What follows belongs to an exercise in optimizing a design on an open flow for small area; a production flow would make more cautious choices.
Only simulation tests tie the RTL to the original design; equivalence was not proved.
Power and IR drop assume default switching activity.

<file path="run.sh">
#!/bin/bash
# synth_recipe.tcl (not shown) runs the flow's synth.tcl, then flattens the netlist and writes it again
# the make line also repeats each setting of config.mk as NAME=value (left out here)
make -C /OpenROAD-flow-scripts/flow DESIGN_CONFIG=/design/flow/config.mk WORK_HOME=/design/flow/orfs CLKGATE_MAP_FILE= SYNTH_SCRIPT=/design/flow/synth_recipe.tcl finish
</file>
<file path="config.mk">
export PLATFORM = sky130hd
export DESIGN_NAME = branch_predictor
export DESIGN_NICKNAME = branch_predictor
export VERILOG_FILES = /design/flow/design.v
export SDC_FILE = /design/flow/constraint.sdc
export NUM_CORES = 4
export LEC_CHECK = 0
export CAP_MARGIN = 20
export CORE_MARGIN = 2
export CORE_UTILIZATION = 40
export SLEW_MARGIN = 20
export SYNTH_HIERARCHICAL = 1
</file>
<file path="constraint.sdc">
create_clock -name core_clock -period 14.0 [get_ports {CLK}]
set_input_delay 2.8000 -clock core_clock [delete_from_list [all_inputs] [get_ports {CLK}]]
set_output_delay 2.8000 -clock core_clock [all_outputs]
set_load 0.01 [all_outputs]
</file>
<file path="design.v">
`default_nettype none
package bp_pkg;
	localparam int PC_W = 11;
	localparam int SET_W = 4;
	localparam int TAG_W = 6;
	localparam int WAYS = 4;
	localparam int SETS = 16;
	localparam int WAY_W = 2;
	localparam int CTR_W = 2;
	localparam logic [CTR_W-1:0] CTR_BRANCH_INIT = 2'd1;
	localparam logic [CTR_W-1:0] CTR_JUMP_INIT = 2'd3;
	localparam int BT_BEQ = 5;
	localparam int BT_BNE = 4;
	localparam int BT_BLT = 3;
	localparam int BT_BGE = 2;
	localparam int BT_BLTU = 1;
	localparam int BT_BGEU = 0;
	localparam int CBT_BEQZ = 1;
	localparam int CBT_BNEZ = 0;
	typedef struct packed {
		logic valid;
		logic [TAG_W-1:0] tag;
		logic [PC_W-1:0] target;
		logic [CTR_W-1:0] ctr;
	} bht_entry_t;
	localparam int ENTRY_W = 1 + TAG_W + PC_W + CTR_W;
	localparam int E_VALID = ENTRY_W - 1;
	localparam int E_TAG_LO = PC_W + CTR_W;
	localparam int E_TARGET_LO = CTR_W;
	localparam int E_CTR_LO = 0;
	typedef logic [WAYS*ENTRY_W-1:0] bht_set_t;
	typedef struct packed {
		logic prediction;
		logic [PC_W-1:0] pbt;
	} bp_fetch_t;
	typedef struct packed {
		logic [PC_W-1:0] pc;
		logic [PC_W-1:0] target;
		logic is_jump;
		logic is_btype;
	} bp_decode_t;
	typedef struct packed {
		logic [PC_W-1:0] pc;
		logic z;
		logic less;
		logic [5:0] btype;
		logic [1:0] c_btype;
	} bp_exe_t;
	typedef struct packed {
		logic we;
		logic [SET_W-1:0] set;
		bht_entry_t entry;
	} bht_alloc_t;
	typedef struct packed {
		logic we;
		logic [SET_W-1:0] set;
		logic [WAY_W-1:0] way;
		logic [CTR_W-1:0] ctr;
	} bht_update_t;
	typedef enum logic [1:0] {
		NONE = 2'd0,
		CNI = 2'd2,
		PBT = 2'd3
	} bp_correction_e;
	function automatic logic [SET_W-1:0] pc_set(input logic [PC_W-1:0] pc);
		pc_set = pc[SET_W-1:0];
	endfunction
	function automatic logic [TAG_W-1:0] pc_tag(input logic [PC_W-1:0] pc);
		pc_tag = pc[SET_W+TAG_W-1:SET_W];
	endfunction
endpackage
`default_nettype wire
`timescale 1ns/1ns
`default_nettype none
module bht_aoi222 (
	input logic a0, b0, a1, b1, a2, b2,
	output logic y
);
	assign y = !((a0 && b0) || (a1 && b1) || (a2 && b2));
endmodule
module bht_nand2 (
	input logic a, b,
	output logic y
);
	assign y = !(a && b);
endmodule
module bht_nand3 (
	input logic a, b, c,
	output logic y
);
	assign y = !(a && b && c);
endmodule
module bht_nor2 (
	input logic a, b,
	output logic y
);
	assign y = !(a || b);
endmodule
module bht_mux16n (
	input logic [15:0] sel,
	input logic [15:0] d,
	output logic yn
);
	logic [5:0] t;
	logic [1:0] u;
	genvar i;
	for (i = 0; i < 5; i++) begin : g_aoi
		bht_aoi222 u_aoi (
			.a0(sel[3*i]), .b0(d[3*i]),
			.a1(sel[3*i+1]), .b1(d[3*i+1]),
			.a2(sel[3*i+2]), .b2(d[3*i+2]),
			.y(t[i])
		);
	end
	bht_nand2 u_last (.a(sel[15]), .b(d[15]), .y(t[5]));
	bht_nand3 u_or0 (.a(t[0]), .b(t[1]), .c(t[2]), .y(u[0]));
	bht_nand3 u_or1 (.a(t[3]), .b(t[4]), .c(t[5]), .y(u[1]));
	bht_nor2 u_out (.a(u[0]), .b(u[1]), .y(yn));
endmodule
`default_nettype wire
`timescale 1ns/1ns
`default_nettype none
module bht_table #(
	parameter int W = 1
) (
	input logic [15:0] sel,
	input logic [15:0][W-1:0] rows,
	output logic [W-1:0] rdn
);
	genvar b, s;
	for (b = 0; b < W; b++) begin : g_bit
		logic [15:0] col;
		for (s = 0; s < 16; s++) begin : g_set
			assign col[s] = rows[s][b];
		end
		bht_mux16n u_mux (.sel(sel), .d(col), .yn(rdn[b]));
	end
endmodule
`default_nettype wire
`timescale 1ns/1ns
`default_nettype none
module bp_resolve_stage #(
	parameter int D = 0
) (
	input logic [27+4*D-1:0] rdn,
	input logic [5:0] tag,
	output logic hit,
	output logic [3:0] wsel,
	output logic [(D > 0 ? D : 1)-1:0] data
);
	logic f;
	logic [1:0] p;
	logic [3:0] v, match;
	assign f = !rdn[26];
	assign p = ~rdn[25:24];
	always_comb begin
		for (int w = 0; w < 4; w++) begin
			v[w] = f || (w[1:0] < p);
			match[w] = v[w] && (~rdn[w*6 +: 6] == tag);
		end
		hit = $onehot(match);
		wsel = hit ? match : 4'b0;
	end
	if (D > 0) begin : g_data
		always_comb begin
			data = '0;
			for (int w = 0; w < 4; w++)
				data = data | ({D{wsel[w]}} & ~rdn[27 + w*D +: D]);
		end
	end else begin : g_nodata
		assign data = 1'b0;
	end
endmodule
`default_nettype wire
`timescale 1ns/1ns
`default_nettype none
module branch_predictor (
	input logic CLK,
	input logic nrst,
	input logic en,
	input logic [10:0] if_pc,
	input logic [23:0] id_in,
	input logic [20:0] exe_in,
	output logic [11:0] if_out,
	output logic [1:0] exe_correction,
	output logic [10:0] exe_pbt,
	output logic [10:0] exe_cni,
	output logic flush,
	output logic id_jump_in_bht
);
	logic [15:0][3:0][5:0] tag_q;
	logic [15:0][3:0][10:0] tgt_q;
	logic [15:0][3:0][1:0] ctr_q;
	logic [15:0][1:0] ptr_q;
	logic [15:0] full_q;
	logic flush_pend;
	logic [15:0] if_sel, id_sel, exe_sel;
	logic [15:0][26:0] look_rows;
	logic [15:0][27+4*12-1:0] if_rows;
	logic [15:0][27+4*13-1:0] exe_rows;
	assign if_sel = 16'd1 << if_pc[3:0];
	assign id_sel = 16'd1 << id_in[16:13];
	assign exe_sel = 16'd1 << exe_in[13:10];
	always_comb begin
		for (int s = 0; s < 16; s++) begin
			look_rows[s] = {full_q[s], ptr_q[s], tag_q[s]};
			if_rows[s][26:0] = look_rows[s];
			exe_rows[s][26:0] = look_rows[s];
			for (int w = 0; w < 4; w++) begin
				if_rows[s][27 + w*12 +: 12] = {ctr_q[s][w][1], tgt_q[s][w]};
				exe_rows[s][27 + w*13 +: 13] = {ctr_q[s][w], tgt_q[s][w]};
			end
		end
	end
	logic [27+4*12-1:0] if_rdn;
	logic [26:0] id_rdn;
	logic [27+4*13-1:0] exe_rdn;
	bht_table #(.W(27+4*12)) u_if_rd (.sel(if_sel), .rows(if_rows), .rdn(if_rdn));
	bht_table #(.W(27)) u_id_rd (.sel(id_sel), .rows(look_rows), .rdn(id_rdn));
	bht_table #(.W(27+4*13)) u_exe_rd (.sel(exe_sel), .rows(exe_rows), .rdn(exe_rdn));
	logic if_hit;
	logic [3:0] if_wsel;
	logic [11:0] if_data;
	bp_resolve_stage #(.D(12)) u_if_look (
		.rdn(if_rdn), .tag(if_pc[9:4]), .hit(if_hit), .wsel(if_wsel), .data(if_data)
	);
	assign if_out = if_data;
	logic id_hit;
	logic [3:0] id_wsel;
	logic id_data;
	logic is_jump, is_btype;
	logic alloc;
	logic [1:0] alloc_way;
	bp_resolve_stage #(.D(0)) u_id_look (
		.rdn(id_rdn), .tag(id_in[22:17]), .hit(id_hit), .wsel(id_wsel), .data(id_data)
	);
	assign is_jump = id_in[1];
	assign is_btype = id_in[0];
	assign alloc = (is_jump || is_btype) && !id_hit;
	assign id_jump_in_bht = is_jump && id_hit;
	assign alloc_way = ~id_rdn[25:24];
	logic exe_hit;
	logic [3:0] exe_wsel;
	logic [12:0] exe_data;
	logic [1:0] exe_ctr;
	logic z, less;
	logic [5:0] btype;
	logic [1:0] c_btype;
	logic taken, is_branch, mispredict;
	logic [1:0] next_ctr;
	bp_resolve_stage #(.D(13)) u_exe_look (
		.rdn(exe_rdn), .tag(exe_in[19:14]), .hit(exe_hit), .wsel(exe_wsel), .data(exe_data)
	);
	assign exe_ctr = exe_data[12:11];
	assign z = exe_in[9];
	assign less = exe_in[8];
	assign btype = exe_in[7:2];
	assign c_btype = exe_in[1:0];
	assign taken =
		((btype[5] || c_btype[1]) && z) ||
		((btype[4] || c_btype[0]) && !z) ||
		((btype[3] || btype[1]) && less) ||
		((btype[2] || btype[0]) && !less);
	assign is_branch = (|btype) || (|c_btype);
	assign mispredict = is_branch && (exe_ctr[1] != taken);
	always_comb begin
		next_ctr = exe_ctr;
		if (taken && exe_ctr != 2'd3)
			next_ctr = exe_ctr + 2'd1;
		else if (!taken && exe_ctr != 2'd0)
			next_ctr = exe_ctr - 2'd1;
	end
	assign exe_correction = mispredict ? {1'b1, taken} : 2'b00;
	assign exe_pbt = exe_data[10:0];
	assign exe_cni = exe_in[20:10] + 11'd1;
	logic alloc_wr, upd_wr;
	logic [3:0] alloc_wsel;
	logic [1:0] wr_ctr;
	assign alloc_wr = en && alloc;
	assign upd_wr = en && is_branch && exe_hit && !alloc;
	assign alloc_wsel = 4'd1 << alloc_way;
	assign wr_ctr = alloc ? (is_jump ? 2'd3 : 2'd1) : next_ctr;
	always_ff @(posedge CLK) begin
		for (int s = 0; s < 16; s++) begin
			for (int w = 0; w < 4; w++) begin
				if (alloc_wr && id_sel[s] && alloc_wsel[w]) begin
					tag_q[s][w] <= id_in[22:17];
					tgt_q[s][w] <= id_in[12:2];
				end
				if ((alloc_wr && id_sel[s] && alloc_wsel[w]) || (upd_wr && exe_sel[s] && exe_wsel[w]))
					ctr_q[s][w] <= wr_ctr;
			end
		end
	end
	logic [1:0] ptr_d;
	logic full_d;
	assign ptr_d = nrst ? alloc_way + 2'd1 : 2'd0;
	assign full_d = nrst && (!id_rdn[26] || alloc_way == 2'd3);
	always_ff @(posedge CLK) begin
		for (int s = 0; s < 16; s++) begin
			if (!nrst || (alloc_wr && id_sel[s])) begin
				ptr_q[s] <= ptr_d;
				full_q[s] <= full_d;
			end
		end
	end
	always_ff @(posedge CLK) begin
		if (!nrst)
			flush_pend <= 1'b0;
		else if (en)
			flush_pend <= flush_pend ? 1'b0 : (mispredict || (is_jump && !id_hit));
	end
	assign flush = flush_pend || mispredict;
endmodule
`default_nettype wire
</file>
==> summary.md, run 1 <==
| Metric | Value |
|---|---|
| RSZ-0062 raised after global routing | false |
| Die width | around 370 um |
| Crit path required time | 11.20 ns |
| NetSw | approximately 2100 uW |
| Global-route wire length before repair | roughly 310000 um |
| RePlAce Congestion | around 1 |
| Fin crit period | roughly 14 ns |
| PnR worst setup slack | roughly 0.30 ns |
| Net Sw Frac | 24.6% |
| Clock Latency Late Sink | approximately 0.8 ns |
| Remaining antenna violation count after routing | 0 |
| IO Count | 97 |
| Clock power share | a little over two fifths |
| R2R Path Start | tag_q[236] |
| I/O Buffers | 94 |
| Initial antenna violation count | 10 |
| Final setup viols | 0 |
| Max cap viols | 0 |
| Leak pwr | roughly 0.02 uW |
| Hold_buf cts | 0 |
| Final period utilization | a little over nine tenths |
| Clk sinks | 1265 |
| Hold slack final | 0.636 ns |
| Setup TNS | 0 ns |
| HP Start | flush_pend |
| Worst-path maximum fanout | 31 |
| Slew Limit Fails | 0 |
| DR iter-0 viols | 11688 |
| Avg Inst Size Synth | roughly 15 um2 |
| Post-CTS Resized | 0 |
| Max Freq | between 70 and 80 MHz |
| Combinational power share | 8.5% |
| Actual slew at the worst max-slew pin | approximately 1.3 ns |
| Row count | 135 |
| CTS tree | done |
| Post-synthesis cell area | 54900 um2 |
| Post-CTS Setup Inserts | 0 |
| Root Driver | clkbuf_16 |
| Sequential cell area | approximately 38000 um2 |
| Initial core utilization | about two fifths |
| Die height | 375 um |
| Post-DR wirelength/cell | slightly below 40 um |
| Int Power | between 6000 and 7000 uW |
| Vias | around 45000 |
| Post-Route Skew | roughly 0.030 ns |
| Critical Path AT | 10.90 ns |
| Layout Nets | about 4000 |
| TritonCTS buffer count | 136 |
| Core area | about 140000 um2 |
| Pin count of the biggest net entering global routing | just over 80 |
| Placement Setup Slack | 0.903 ns |
| CP Launch Type | input pin |
| Fin. Hold Viols | 0 |
| Mapped Nets | 3680 |
| Yosys Warn Count | 10 |
| Grt ovf | 0 |
| Via density | roughly 7.6 |
| Synth Instances | 3600 |
| WL final | between 200000 and 250000 um |
| Post-DP HPWL | 137000 um |
| Layout cells sized above 1 | between 10% and 20% |
| Slew headroom | between 10% and 20% |
| Critical path endpoint category | primary output |
| Reg-to-reg setup timing slack | approximately 7.1 ns |
| Die ar. | ~140000 um2 |
| Max clock buf depth | 3 |
| Reg clk slew, reported paths | about 0.070 ns |
| HP Class | reg2reg |
| Area of the multi-input gates | between 15000 and 20000 um2 |
| Crit. Startpoint | exe_in[12] |
| H-tree Lvls | 4 |
| Vias in the first global route | ~42000 |
| GRT Total Usage | about a third |
| DRC | 0 |
| # fillers | roughly 12000 |
| Final Core Density | about 47% |
| Layout area overhead | 16.0% |
| Status | no timing/DRC/antenna violations |
| First drt pass iteration count | 13 |
| Sequential Power Share | around 50% |
| Worst Path Class, Setup | in2out |
| Cell Pwr Density | 133 nW/um2 |
| Maximum vdd drop | ~0.091 mV |
## placed cells by master, fill, tap and decap left out, drive strengths merged, types with 3 or more instances in the layout
cell	n
a222oi	906
o22ai	3
o221ai	13
and3	4
a32oi	13
a21o	8
o21bai	60
ha	18
and2	81
nand2	214
clkbuf	153
or2	3
inv	29
edfxtp	1264
nor2b	5
nor2	271
fa	3
buf	200
nand4	21
clkinvlp	5
o21ai	5
clkdlybuf4s50	77
nor4	22
nand3	418
bufinv	11
and4b	14
xnor2	45
clkinv	64
nand2b	51
xor2	28
nor3	27
## worst max-delay path, stage by stage
cell	delay (ns)
clkdlybuf4s50_1	0.90
inv_1	0.14
nor2_1	0.51
and2_4	0.71
buf_4	0.55
a222oi_1	0.20
nand3_1	0.12
nor2_1	0.07
xnor2_1	0.14
buf_4	0.23
nor2_1	0.11
nand4_1	0.18
fa_1	0.58
inv_1	0.04
ha_1	0.19
ha_1	0.26
or3b_1	0.57
inv_2	0.16
nand2b_1	0.07
o221ai_1	0.92
o21ai_0	0.23
mux2i_1	0.20
buf_4	0.31
or2_2	0.16
clkdlybuf4s50_1	0.52
## power groups by stage
stage / Clock, uW / Sequential (uW) / Combinational, uW
CTS: 3560 / 4240 / 680
global placement: 0 / 4320 / 671
detailed placement: 0 / 4320 / 678
floorplan: 0 / 4310 / 333
global route: 3720 / 4240 / 726
finish: 3540 / 4240 / 721
## stage by stage
step | cell area, um2 | instances | power [uW]
finish | 63700 | 5843 | 8510
global route | 63700 | 5841 | 8690
CTS | 63700 | 5841 | 8480
detailed placement | 59400 | 5600 | 5000
global placement | 59400 | 5599 | 4990
floorplan | 54900 | 3600 | 4650
## cell type report
type	instances	share of cell area (%)
clock buffers	153	5.47
repair buffers	277	3.61
well taps	1781	3.50
clock inverters	88	1.30
multi-input cells	2256	26.4
flip-flops and latches	1265	59.6
inverters	21	0.124
diodes	2	0.00785
## routing by layer
metal | GRT usage (%) | vias to the layer above | wire, um
li1 | - | 17298 | -
met2 | 45.7 | 4646 | 96800
met3 | 10.5 | 912 | 38700
met4 | 20.3 | 2 | 16300
met1 | 40.6 | 21817 | 78400
met5 | 0 | - | 11
## worst paths after layout
check,end,cells past startpoint
setup / recovery,flush,25
hold / removal,flush_pend,2
setup reg to reg,ctr_q[23],19
hold reg to reg,flush_pend,2
## sequential cells by signal (all words and copies together) (netlist names)
| register | flops |
|---|---|
| tag_q | 384 |
| flush_pend | 1 |
| full_q | 16 |
| tgt_q | 704 |
| ctr_q | 128 |
| ptr_q | 32 |
==> inputs of run 2 (changes only) <==
--- a/design.v
+++ b/design.v
@@ -159,6 +159,7 @@
 			match[w] = v[w] && (~rdn[w*6 +: 6] == tag);
 		end
-		hit = $onehot(match);
-		wsel = hit ? match : 4'b0;
+		for (int w = 0; w < 4; w++)
+			wsel[w] = match[w] && ((match & ~(4'd1 << w)) == 4'd0);
+		hit = |wsel;
 	end
 	if (D > 0) begin : g_data
--- a/config.mk
+++ b/config.mk
@@ -8,5 +8,7 @@
 export CAP_MARGIN = 20
 export CORE_MARGIN = 2
-export CORE_UTILIZATION = 40
+export CORE_UTILIZATION = 55
+export CTS_BUF_LIST = sky130_fd_sc_hd__clkbuf_4
+export CTS_CLUSTER_SIZE = 12
 export SLEW_MARGIN = 20
 export SYNTH_HIERARCHICAL = 1
==> run 2 against run 1 <==
Compared with the run above:
- hold slack gained 0.025 ns
- critical path depth shrank 7
- power shrank 6.4%
- area after synthesis shrank 1.2%
- still clean on timing, DRC and antenna
- sequential cell count is the same
==> summary.md, run 2 <==
| Metric | Value |
|---|---|
| Status | no timing/DRC/antenna violations |
| Fin. Hold Viols | 0 (unchanged) |
| Slew Limit Fails | 0 (unchanged) |
| CP peak stage delay | 0.83 ns (-0.09 ns) |
| Critical-path cell list | clkdlybuf4s50_1 -> inv_1 -> ha_1 -> nand2_1 -> clkinv_2 -> a222oi_1 -> nand3_1 -> nor2_1 -> xnor2_1 -> nor4_2 -> nand4_1 -> or4_4 -> or2_2 -> o221ai_1 -> o21ai_0 -> mux2i_1 -> or2_2 -> clkdlybuf4s50_1 |
| Crit-path slowest cell | clkdlybuf4s50_1 |
| Maximum vdd drop | 0.110 mV (+20%) |
| Post-synthesis cell area | 54300 um2 (-1.2%) |
| Synth Instances | 3455 (-4.0%) |
| Final setup viols | 0 (unchanged) |
| Net Sw Frac | 25.0% (+0.39 points) |
| Core area | 98100 um2 (-28%) |
| Met2 usage | 65.0% (+19 points) |
| Critical Path AT | 9.86 ns (-1.04 ns) |
| Max cap viols | 0 (unchanged) |
| Critical path endpoint category | primary output |
| Layout cells sized above 1 | 18.6% (+6.7 points) |
| Actual slew at the worst max-slew pin | 1.29 ns (+0.00809 ns) |
| Most common cell after layout, fill and taps aside | edfxtp_1 |
| Initial core utilization | 55.3% (+15 points) |
| Top Registers | tgt_q x704, tag_q x384, ctr_q x128 |
| Clock Latency Late Sink | 1.23 ns (+0.43 ns) |
| HP Class | reg2reg |
| CP Launch Type | input pin |
| Largest register FFs | 704 (unchanged) |
| Final period utilization | 90.5% (-7.4 points) |
| Cell Pwr Density | 128 nW/um2 (-3.9%) |
| Initial antenna violation count | 11 (+1) |
| Via density | 8.22 (+7.6%) |
| First drt pass iteration count | 15 (+2) |
| Global-route wire length before repair | 314000 um (+0.20%) |
| IO Count | 97 (unchanged) |
| WL final | 232000 um (+0.62%) |
| Layout Nets | 4093 (+1.4%) |
| Grt ovf | 0 (unchanged) |
| Post-Route Skew | 0.0876 ns (+0.0575 ns) |
| Post-DP HPWL | 132000 um (-3.7%) |
| Crit path required time | 11.20 ns (about the same) |
| Combinational power share | 8.3% (-0.2 points) |
| Die ar. | 101000 um2 (-28%) |
| Post-CTS Resized | 0 (unchanged) |
| Die height | 318 um (-15%) |
| Mapped Nets | 3526 (-4.2%) |
| Post-CTS Setup Inserts | 0 (unchanged) |
| NetSw | 1990 uW (-4.9%) |
| I/O Buffers | 94 (unchanged) |
| Layout area overhead | 14.5% |
| Row count | 115 (-15%) |
| Avg Inst Size Synth | 15.7 um2 (+2.9%) |
| Grt met1 use | 56.3% (+16 points) |
| Setup TNS | 0 ns (unchanged) |
| Max Freq | 79.0 MHz (+8.2%) |
| CTS tree | done |
| Remaining antenna violation count after routing | 0 (unchanged) |
| Fin crit period | 12.66 ns (-1.04 ns) |
| Pin count of the biggest net entering global routing | 76 (-6.2%) |
| TritonCTS buffer count | 333 (+140%) |
| Sequential Power Share | 53.2% (+3.3 points) |
| Yosys Warn Count | 10 (unchanged) |
| DRC | 0 (unchanged) |
| Root Driver | clkbuf_4 |
| Slew headroom | 13.7% (-1.0 points) |
| Gr busiest metal | met2 |
| CP delay by family, top | simple AND/OR/NAND/NOR gates |
| RePlAce Congestion | 0.961 (-4.3%) |
| Leak pwr | 0.0201 uW (-0.49%) |
| Vias in the first global route | 44068 (+5.3%) |
| GRT Total Usage | 44.4% (+13 points) |
| Top reg by flops | tgt_q |
| RSZ-0062 raised after global routing | false |
| Max clock buf depth | 4 (+1) |
| Hold slack final | 0.661 ns (+0.0251 ns) |
| DR iter-0 viols | 13212 (+13%) |
| Hold_buf cts | 0 (unchanged) |
| Vias | 45442 (+1.7%) |
| Clk sinks | 1265 (unchanged) |
| Die width | 318 um (-15%) |
| Worst-path maximum fanout | 31 (unchanged) |
| Grt met3 use | 16.9% (+6.4 points) |
| Clock power share | 38.5% (-3.2 points) |
| Worst Path Class, Setup | in2out |
| CP Buf/Inv Count | 4 (-4) |
| Most frequent cells in the layout | 1264 x edfxtp_1, 905 x a222oi_1, 459 x clkbuf_4 |
| Reg clk slew, reported paths | 0.06 ns (about the same) |
| H-tree Lvls | 5 (+1) |
| Int Power | 5980 uW (-6.8%) |
| Post-DR wirelength/cell | 41.9 um (+6.4%) |
[run 2: cell types whose count changed in the layout (fill, tap and decap cells not counted), sizes merged, moves of 9 or more]
cell    previous run  this run
clkbuf           153       459
nor2             271       215
nand3            418       370
or2                3        31
o22a               0        25
nand2b            51        30
nor3              27         7
clkinv            64        78
a32oi             13         0
and4b             14         1
buf              200       187
o221ai            13        26
inv               29        20
xor2              28        37
[run 2: path summary, 6_finish.rpt]
path,start,to,slack [ns],cells after the start
setup / recovery,exe_in[12],flush,1.34,18
hold / removal,flush_pend,flush_pend,0.66,2
setup reg to reg,full_q[0],ctr_q[123],7.52,14
hold reg to reg,flush_pend,flush_pend,0.66,2
[run 2: worst register-to-register path, cell delays in order (launching register included)]
cell	delay, ns
edfxtp_1	0.42
a222oi_1	0.42
nand3_1	0.13
nor2_1	0.87
o21ai_0	0.33
nand3_1	0.31
nor2_1	0.10
nand4_1	0.11
o221ai_1	0.26
buf_4	0.26
nand2b_1	0.62
nor4_1	1.14
and2_1	0.61
buf_4	0.42
o21bai_1	0.21
[run 2: per-layer routing]
| metal | routed length [um] | share of wire, % |
|---|---|---|
| met1 | 73900 | 32 |
| met2 | 98500 | 43 |
| met3 | 43400 | 19 |
| met4 | 15800 | 6.8 |
| met5 | 13 | 0.0056 |
[run 2: layout make-up]
cell class / count / area, um2
diodes: 6 / 15.0
clock buffers: 459 / 3450
clock inverters: 86 / 448
fillers: 7371 / 36000
inverters: 16 / 65.1
multi-input cells: 2142 / 16200
flip-flops and latches: 1265 / 38000
well taps: 1287 / 1610
repair buffers: 264 / 2300
[run 2: power by group through the flow]
stage	clock, uW	sequential, uW	combinational (uW)
finish	3060	4240	661
global route	3280	4240	667
CTS	3080	4240	619
detailed placement	0	4320	617
global placement	0	4320	606
floorplan	0	4310	302
[run 2: metrics by stage]
step	power (uW)	area (um2)	utilization [%]	cells	setup WS (ns)
after floorplan	4620	54300	-	3455	0.864
after global placement	4920	58100	59.3	4973	1.87
after detailed placement	4940	58100	59.3	4973	1.78
after CTS	7930	62000	63.2	5518	1.73
after global routing	8190	62100	63.3	5520	1.37
final	7970	62100	63.3	5525	1.34

==> re-timing with driven ports <==
No port has a modelled driver above. Below, the same layouts with a new extraction and two added sets of constraints. Step 1, drivers: a clkbuf_16 drives CLK and a buf_2 each remaining input, both assumed. Step 2, shift: input delay + t, output delay - t, t = (earliest + latest rising clock arrival at the registers) / 2. This alone moves slack from input paths to output paths. a / b / c = no drivers / after step 1 / after step 2; a / b = the first two.
| run | t (ns) | setup WS [ns] | worst setup path at the end | slew at the worst register clock pin (ns) | worst slew at a driven data input, ns |
|---|---|---|---|---|---|
| run 1 | 0.859 | 0.298 / 0.266 / 0.266 | input to output | 0.07 / 0.07 | 0.08 |
| run 2 | 1.261 | 1.337 / 1.306 / 1.306 | input to output | 0.08 / 0.08 | 0.07 |
After both steps every run listed still meets setup and hold. For run 1, which loses most, drivers alone change the setup slack by -0.032 ns; drivers and shift together by -0.032 ns.
